This design comes from an exercise in tuning for small area, a short achievable clock period and few clock cycles per item on the open sky130 flow, not from production work. In this exercise RTL edits were held to simulation tests only and were not proved equivalent to the original. No activity file was given, so power comes from the tool's default toggle rates.

==> flow/design.v <==
package cc_game_pkg;
  localparam int BOARD_DIM = 6;
  localparam int CELLS = 36;
  localparam int N_ACTIONS = 10;
  localparam int N_STRIPE_LOADS = 4;
  localparam logic [2:0] EMPTY = 3'd0;
endpackage
import cc_game_pkg::*;
module cc_match (
  input  logic [3*CELLS-1:0] color,
  output logic [CELLS-1:0]   mark,
  output logic               any
);
  logic [CELLS-1:0][2:0] c;
  logic [CELLS-1:0] ne;
  logic [CELLS-1:0] heq;   
  logic [CELLS-1:0] veq;   
  logic [CELLS-1:0] ht;    
  logic [CELLS-1:0] vt;    
  always_comb begin
    for (int i = 0; i < CELLS; i++) begin
      c[i]  = color[3*i +: 3];
      ne[i] = |c[i];
    end
    for (int i = 0; i < CELLS; i++) begin
      heq[i] = (i % 6 < 5) ? (c[i] == c[(i % 6 < 5) ? i + 1 : i]) : 1'b0;
      veq[i] = (i < 30) ? (c[i] == c[(i < 30) ? i + 6 : i]) : 1'b0;
    end
    for (int i = 0; i < CELLS; i++) begin
      ht[i] = (i % 6 < 4) ? (ne[i] && heq[i] && heq[(i % 6 < 4) ? i + 1 : i]) : 1'b0;
      vt[i] = (i < 24) ? (ne[i] && veq[i] && veq[(i < 24) ? i + 6 : i]) : 1'b0;
    end
    any = 1'b0;
    for (int i = 0; i < CELLS; i++) begin
      mark[i] = ht[i] || vt[i];
      if (i % 6 >= 1) mark[i] = mark[i] || ht[i - 1];
      if (i % 6 >= 2) mark[i] = mark[i] || ht[i - 2];
      if (i >= 6)     mark[i] = mark[i] || vt[i - 6];
      if (i >= 12)    mark[i] = mark[i] || vt[i - 12];
      any = any || ht[i] || vt[i];
    end
  end
endmodule
import cc_game_pkg::*;
module cc_game (
  input  logic       clk,
  input  logic       rst_n,
  input  logic       in_valid_1,
  input  logic [2:0] in_color,
  input  logic [5:0] in_starting_pos,
  input  logic       in_stripe,
  input  logic       in_valid_2,
  input  logic [1:0] in_action,
  output logic       out_valid,
  output logic [6:0] out_score
);
  localparam int QD = 9;   
  logic       rst_q, v1_q, v2_q, stp_q;
  logic [2:0] col_q;
  logic [7:0] in_q;   
  always_ff @(posedge clk) begin
    rst_q <= rst_n;
    v1_q  <= in_valid_1;
    v2_q  <= in_valid_2;
    col_q <= in_color;
    stp_q <= in_stripe;
    in_q  <= {in_starting_pos, in_action};
  end
  logic [CELLS-1:0][2:0] b_c;    
  logic [CELLS-1:0] b_se;    
  logic [CELLS-1:0] b_st;    
  logic [5:0] lrow, lcol;      
  logic       busy, started;
  logic [2:0] sp;              
  logic [QD-1:0][6:0] q;    
  logic [3:0] qn;
  logic       ov_q;
  logic [6:0] os_q;
  assign out_valid = ov_q;
  assign out_score = os_q;
  logic [3*CELLS-1:0] flat;
  logic [CELLS-1:0]   tm;
  logic               any_tm;
  logic [CELLS-1:0]   ne;
  logic [CELLS-1:0]   be;   
  always_comb begin
    for (int i = 0; i < CELLS; i++) begin
      flat[3*i +: 3] = b_c[i];
      ne[i] = |b_c[i];
    end
    for (int col = 0; col < 6; col++) begin
      be[30 + col] = !ne[30 + col];
      for (int r = 4; r >= 0; r--) be[r*6 + col] = be[(r+1)*6 + col] || !ne[r*6 + col];
    end
  end
  cc_match u_match (.color(flat), .mark(tm), .any(any_tm));
  logic holes, lany;
  always_comb begin
    holes = 1'b0;
    for (int i = 0; i < 30; i++) holes = holes || (ne[i] && !ne[i+6]);
    lany = (|lrow) || (|lcol);
  end
  logic       rise, acc, qnz, go, grav, mchk, done, ld, swe;
  logic [6:0] code, head;
  logic [2:0] hr, hc;
  logic       hv;
  assign rise = v1_q && !busy;
  assign ld   = v1_q;
  assign swe  = rise || (|sp);
  assign acc  = busy && !v1_q && v2_q;
  assign qnz  = (qn != 4'd0);
  assign code = {!in_q[1],
                 (in_q[1:0] == 2'd0 && !ld) ? in_q[7:5] - 3'd1 : in_q[7:5],
                 (in_q[1:0] == 2'd2 && !ld) ? in_q[4:2] - 3'd1 : in_q[4:2]};
  assign head = qnz ? q[0] : code;
  assign hv   = head[6];
  assign hr   = head[5:3];
  assign hc   = head[2:0];
  assign mchk = started && !holes && !lany;
  assign go   = (qnz || acc) && !holes && !lany && !(started && any_tm);
  assign grav = started && holes && !lany;
  assign done = busy && started && !v2_q && !qnz && !holes && !lany && !any_tm;
  logic [CELLS-1:0] dec, pr, clr;
  logic [5:0]       nlrow, nlcol;
  logic [4:0]       cv [CELLS];
  logic [4:0]       pv [CELLS];
  always_comb begin
    for (int i = 0; i < CELLS; i++) cv[i] = {b_c[i], b_se[i], b_st[i]};
    for (int r = 0; r < 6; r++)
      for (int c = 0; c < 6; c++)
        dec[r*6+c] = (hr == 3'(r)) && (hc == 3'(c));
    for (int r = 0; r < 6; r++)
      for (int c = 0; c < 6; c++) begin
        automatic logic hl, hr_, vt, vb;
        hl  = (c < 5) && !hv && dec[r*6+c]                        && ne[r*6+c] && ne[(c < 5) ? r*6+c+1 : 0];
        hr_ = (c > 0) && !hv && dec[(c > 0) ? r*6+c-1 : 0]        && ne[r*6+c] && ne[(c > 0) ? r*6+c-1 : 0];
        vt  = (r < 5) &&  hv && dec[r*6+c]                        && ne[r*6+c] && ne[(r < 5) ? r*6+c+6 : 0];
        vb  = (r > 0) &&  hv && dec[(r > 0) ? r*6+c-6 : 0]        && ne[r*6+c] && ne[(r > 0) ? r*6+c-6 : 0];
        pr[r*6+c] = hl || hr_ || vt || vb;
        pv[r*6+c] = ({5{hl}}  & cv[(c < 5) ? r*6+c+1 : 0]) | ({5{hr_}} & cv[(c > 0) ? r*6+c-1 : 0]) |
                    ({5{vt}}  & cv[(r < 5) ? r*6+c+6 : 0]) | ({5{vb}}  & cv[(r > 0) ? r*6+c-6 : 0]);
      end
    nlrow = '0;
    nlcol = '0;
    for (int r = 0; r < 6; r++)
      for (int c = 0; c < 6; c++) begin
        clr[r*6+c] = lrow[r] || lcol[c] || (tm[r*6+c] && mchk);
        if (clr[r*6+c] && b_se[r*6+c]) begin
          if (b_st[r*6+c]) nlcol[c] = 1'b1;
          else             nlrow[r] = 1'b1;
        end
      end
  end
  for (genvar r = 0; r < 6; r++) begin : g_row
    for (genvar c = 0; c < 6; c++) begin : g_col
      localparam int I  = r*6 + c;
      localparam int UP = (r > 0) ? I - 6 : I;
      localparam int NX = (I < 35) ? I + 1 : I;
      logic       gb, keep;
      logic [2:0] lc;
      logic [4:0] up, ns;
      logic       se_l, st_l;
      assign gb   = grav && be[I];
      assign keep = !(clr[I] || gb || ld);
      assign lc   = (I == 35) ? col_q : b_c[NX];
      assign up   = (r > 0) ? cv[UP] : 5'd0;
      assign se_l = swe ? (dec[I] || b_se[I] && !rise) : b_se[I];
      assign st_l = swe ? (dec[I] ? stp_q : b_st[I] && !rise) : b_st[I];
      assign ns   = ({5{keep}} & cv[I]) | ({5{gb}} & up) | ({5{ld}} & {lc, se_l, st_l});
      always_ff @(posedge clk) begin
        if (go && pr[I]) {b_c[I], b_se[I], b_st[I]} <= pv[I];
        else             {b_c[I], b_se[I], b_st[I]} <= ns;
      end
    end
  end
  logic pop;
  assign pop = go && qnz;
  always_ff @(posedge clk) begin
    for (int i = 0; i < QD; i++) begin
      automatic logic [6:0] nxt, stay;
      nxt  = (acc && qn == 4'(i + 1)) ? code : (i < QD - 1) ? q[(i < QD - 1) ? i + 1 : i] : 7'd0;
      stay = (acc && qn == 4'(i)) ? code : q[i];
      q[i] <= pop ? nxt : stay;
    end
  end
  logic [2:0] ecol [6];
  logic [6:0] empties;
  always_comb begin
    for (int c = 0; c < 6; c++) begin
      ecol[c][0] = (!ne[c] && ne[6+c]) || (!ne[12+c] && ne[18+c]) || (!ne[24+c] && ne[30+c]);
      ecol[c][1] = (!ne[6+c] && ne[18+c]) || !ne[30+c];
      ecol[c][2] = !ne[18+c];
    end
    empties = 7'(ecol[0]) + 7'(ecol[1]) + 7'(ecol[2]) + 7'(ecol[3]) + 7'(ecol[4]) + 7'(ecol[5]);
  end
  always_ff @(posedge clk) begin
    if (rst_q) begin
      busy    <= 1'b0;
      started <= 1'b0;
      sp      <= '0;
      qn      <= '0;
      lrow    <= '0;
      lcol    <= '0;
    end else begin
      sp   <= {sp[1:0], rise};
      lrow <= nlrow;
      lcol <= nlcol;
      if (rise) busy <= 1'b1;
      if (go && busy) started <= 1'b1;
      if (done) begin
        busy    <= 1'b0;
        started <= 1'b0;
      end
      if (acc && !(go && !qnz) && !pop) qn <= qn + 4'd1;
      else if (pop && !acc)             qn <= qn - 4'd1;
    end
    ov_q <= done && !rst_q && !rst_n;
    os_q <= (done && !rst_q && !rst_n) ? empties : 7'd0;
  end
endmodule
==> flow/flow/run.sh <==
#!/bin/bash
set -uo pipefail
MARGIN=8.5
bash standard.sh synth > synth.log 2>&1 || { echo "synthesis failed"; exit 1; }
sed 's|"\${@:-finish}"|SETUP_SLACK_MARGIN='"$MARGIN"' "${@:-finish}"|' standard.sh > tight.sh
grep -q "SETUP_SLACK_MARGIN=$MARGIN" tight.sh || { echo "could not set the margin"; exit 1; }
bash tight.sh finish > layout.log 2>&1 || { echo "layout failed"; exit 1; }
==> flow/standard.sh <==
#!/bin/bash
# synth_recipe.tcl (not shown) runs the flow's synth.tcl, then flattens the netlist and writes it again
# the make line also repeats each setting of config.mk as NAME=value (left out here)
make -C /OpenROAD-flow-scripts/flow DESIGN_CONFIG=/design/flow/config.mk WORK_HOME=/design/flow/orfs CLKGATE_MAP_FILE= SYNTH_SCRIPT=/design/flow/synth_recipe.tcl "${@:-finish}"
==> flow/config.mk <==
export PLATFORM = sky130hd
export DESIGN_NAME = cc_game
export DESIGN_NICKNAME = cc_game
export VERILOG_FILES = /design/flow/design.v
export SDC_FILE = /design/flow/constraint.sdc
export NUM_CORES = 8
export LEC_CHECK = 0
export CAP_MARGIN = 20
export CORE_MARGIN = 2
export CORE_UTILIZATION = 25
export PLACE_DENSITY = 0.45
export SLEW_MARGIN = 20
==> flow/constraint.sdc <==
create_clock -name core_clock -period 12.0 [get_ports {clk}]
set_input_delay 2.4000 -clock core_clock [delete_from_list [all_inputs] [get_ports {clk}]]
set_output_delay 2.4000 -clock core_clock [all_outputs]
set_load 0.01 [all_outputs]
==> qor.yml <==
outcome:
  status: "finished clean"
clocking:
  insertion_delay_ps: 630
  ctsHtreeMaxLevel: 2
  cts_tree: "done"
  cts_root_buf: "clkbuf_16"
  clockBufferDepth: 3
  cts_buffers: 39
  clkSinkCount: 286
  cts_hold_buf: 0
  clkTransAtPathRegs_ps: 60
power_and_ir_drop:
  switchingPower_mw: 3.43
  clkPwrFrac_pct: 18.2
  leakagePower_nw: 11.5
  swShare_pct: 49.8
  power.internal_mw: 3.47
  p_seq_share_pct: 22.0
  power_mw: 6.90
  comb_power_share_pct: 59.7
  vdd_drop_max_mv: 0.211
  power_density_nw_per_um2: 227
cells_and_area:
  drive_above_1_share_pct: 31.0
  area_growth_pct: 33.3
  post-route-util_pct: 33.7
  nets: 2930
  stdcell_count: 4101
synth:
  synth-edff-count: 7
  synth_nets: 2785
  ys_warn_count: 5
  yosys.area.top_type_share_pct: 24.5
  synth_seq_cells: 286
  syn_avg_cell_area_sq_um: 8.29
  synthFlopType: "dfxtp_1"
  synth_top_area_cell: "dfxtp_1"
  yosysUniqueCellTypes: 97
  syn-cell-area_sq_um: 22800
  netlist_instances: 2748
  seq_area_frac_synth_pct: 25.4
  yosys-top-cells-area: "dfxtp_1 25%, a222oi_1 10%, mux2i_1 6.9%"
  synthArstFlopShare_pct: 0
setup_path:
  crit_path_top_delay_cell: "o21ai_0"
  required_ps: 12470
  critPathArrivalTime_ps: 4080
  cp-start-kind: "flip-flop"
  end_kind: "flip-flop"
  max_stage_delay_ps: 560
  path_cells: "nor3_1 -> buf_4 -> o21ai_0 -> o2111ai_2 -> buf_6 -> a2111oi_4 -> buf_4 -> nand4_4 -> buf_4 -> buf_4 -> nand2_4 -> o41ai_4 -> buf_4 -> mux2i_1"
  worstSetupPathType: "reg -> reg"
  crit_top_cell: "buf_4"
  cp_max_fo: 12
floorplan:
  ios: 24
  fp.dieW_um: 306
  dieArea_sq_um: 93500
  start_util_pct: 25.3
  die_h_um: 306
  core_area_sq_um: 90100
  fp-row-count: 110
detailed_routing:
  wire_per_inst_um: 34.5
  ant_nets: 0
  wirelength_mm: 141
  drc: 0
  vias: 28000
  dr.pass1.iters: 15
  drt_iter0_markers: 5663
  avgViaCountPerCell: 6.82
place:
  portBuffers: 22
  place_inst: 3751
  gp_congestion: 1.02
  dp_hpwl_mm: 92.0
timing:
  fin_setup_tns_ps: 0
  period_share_pct: 30.1
  fin_hold_ws_ps: 470
  tightest_slew_ps: 1290
  rsz0062_at_grt: "true"
  clock.fmax_mhz: 277
  min_period_ps: 3610
  setup_viol: 0
  hold_violations: 0
  finClkSkew_ps: 38.8
  slew_viol_final: 0
  relSlewSlack_pct: 13.3
global_route:
  globalRouteTotalUtil_pct: 28.6
  grt.overflow.total: 0
  grt_first_pass_wirelength_mm: 198
  first_global_vias: 26400
  grt_start_max_net_pins: 129
  antenna_found_initial: 3
hold_path:
  hold_path_class: "reg -> reg"
job:
  cap_violations: 0
## final cells by class
cell class,count,area [sq um]
Multi-Input combinational cell,2087,17700
Clock inverter,18,260
Timing Repair Buffer,406,3520
Sequential cell,286,6050
Clock buffer,53,1090
Antenna cell,2,5.00
Fill cell,9239,59800
Inverter,73,282
Tap cell,1176,1470
## registers in the layout (all words and copies together), names as in the netlist, 4 cells and up
register and flops:
b_c 108, q 63, b_se 36, b_st 36, in_q 8, lcol 6, lrow 6, os_q 6
qn 4
## power by group through the flow
stage	Combinational (mW)	Sequential, mW	Clock, mW
floorplan	1.94	1.24	0
global placement	2.91	1.56	0
detailed placement	2.91	1.57	0
CTS	3.66	1.52	1.27
global route	4.29	1.53	1.31
finish	4.12	1.52	1.26
## through the flow
step | setup WS (ps) | area (sq um)
floorplan | 8510 | 22800
global placement | 6330 | 24400
detailed placement | 6180 | 24400
CTS | 8440 | 28900
global route | 8360 | 30300
finish | 8390 | 30400
## cells by family (layout without fill, tap and decap cells)
group | Yosys count | count (layout) | synth area share, %
adders and majority gates | 21 | 21 | 1.55
other | 1 | 3 | 0.0165
buffers and inverters | 380 | 550 | 6.52
xor gates and xnor gates | 188 | 188 | 7.23
AOI/OAI and AO/OA | 970 | 973 | 34.7
and+or+nand+nor | 729 | 731 | 16.8
DFF | 286 | 286 | 25.4
muxes | 173 | 173 | 7.70
## worst max-delay path, delay by kind of cell (launching register included)
kind                   cells  cell delay (ps)
muxes                      1              120
and+or+nand+nor            3              540
AOI/OAI and AO/OA          4             1110
buffers and inverters      6             1150
DFF                        1              540
## synthesized netlist by cell type, types with 10 or more instances
library cell and instances:
dfxtp_1 279, a222oi_1 232, clkbuf_1 219, mux2i_1 156, nor2_1 153, nand2_1 147
nor3_1 126, xnor2_1 118, o21ai_0 103, a21oi_1 101, nor4_1 78, a22o_1 72
inv_1 72, a221oi_1 70, xor2_1 70, buf_1 53, a21boi_0 49, a22oi_1 46
nand3_1 38, a31oi_1 32, o22ai_1 31, buf_2 28, o31ai_1 25, or3_1 24
and2_1 23, nand4_1 22, nor2b_1 20, mux2_2 17, a211oi_1 16, a21o_1 16
o21a_1 16, and3_1 15, fa_1 12, o41ai_2 12, a32oi_1 11, o211ai_1 10
o21bai_1 10, o311ai_0 10
## repair_timing
action / 4_1_cts / 5_1_grt
setup buffers: 156 / 110
pin swaps: 57 / 61
setup endpoints to repair: 282 / 262
cloned: 6 / 4
resized for setup: 441 / 124
## final timing paths
kind,startpoint,to,slack (ps),depth (start not counted)
worst max-delay path,b_c[52]$_DFF_P_,b_c[68]$_DFF_P_,8390,14
worst min-delay path,q[58]$_DFF_P_,q[58]$_DFF_P_,470,1
worst max register to register,b_c[52]$_DFF_P_,b_c[68]$_DFF_P_,8390,14
worst min register to register,q[58]$_DFF_P_,q[58]$_DFF_P_,470,1
## routing by layer
| layer | share of wire (%) | global-route usage (%) | vias up | wire length, um |
|---|---|---|---|---|
| met4 | 7.8 | 17.7 | 2 | 11000 |
| met1 | 38 | 37.1 | 13700 | 53500 |
| met5 | 0.0057 | 0.155 | - | 8 |
| met2 | 41 | 42.0 | 2382 | 58500 |
| met3 | 13 | 7.68 | 590 | 18300 |
| li1 | - | - | 11300 | - |
## layout by cell type (no fill, tap or decap), drive strengths merged, types with 79 or more instances in the layout
cell and count:
a221oi 79, o21ai 109, nor2 155, nand2 150, buf 386, nor4 86
mux2i 156, a222oi 232, nor3 137, dfxtp 279, xnor2 118, a21oi 102
Testbench counts, summed over its fixed seeds: cycles 65,870, games 1,200.

-- separate check: timing with driven ports --
In the flow no input, the clock included, has a driving cell. The finished layout below was timed again as built, in two steps.
Step 1 assumes that a clkbuf_16 drives the clock port and a buf_2 every other input.
Step 2, shift: input delay + t, output delay - t, t = (earliest + latest rising clock arrival at the registers) / 2. This alone moves slack from input paths to output paths.
Slacks: ideal / step 1 / step 2; pairs: ideal / step 1.
shift t [ns]: 0.685
slack for setup (ns): 8.391 / 8.391 / 8.391
worst setup path at the end: register to register
latest minus earliest clock arrival (ns): 0.039 / 0.039
pins driven straight from the clock port: 1
After both steps setup and hold are still met in this run. For this run, drivers alone change the setup slack by 0.000 ns; drivers and shift together by 0.000 ns.
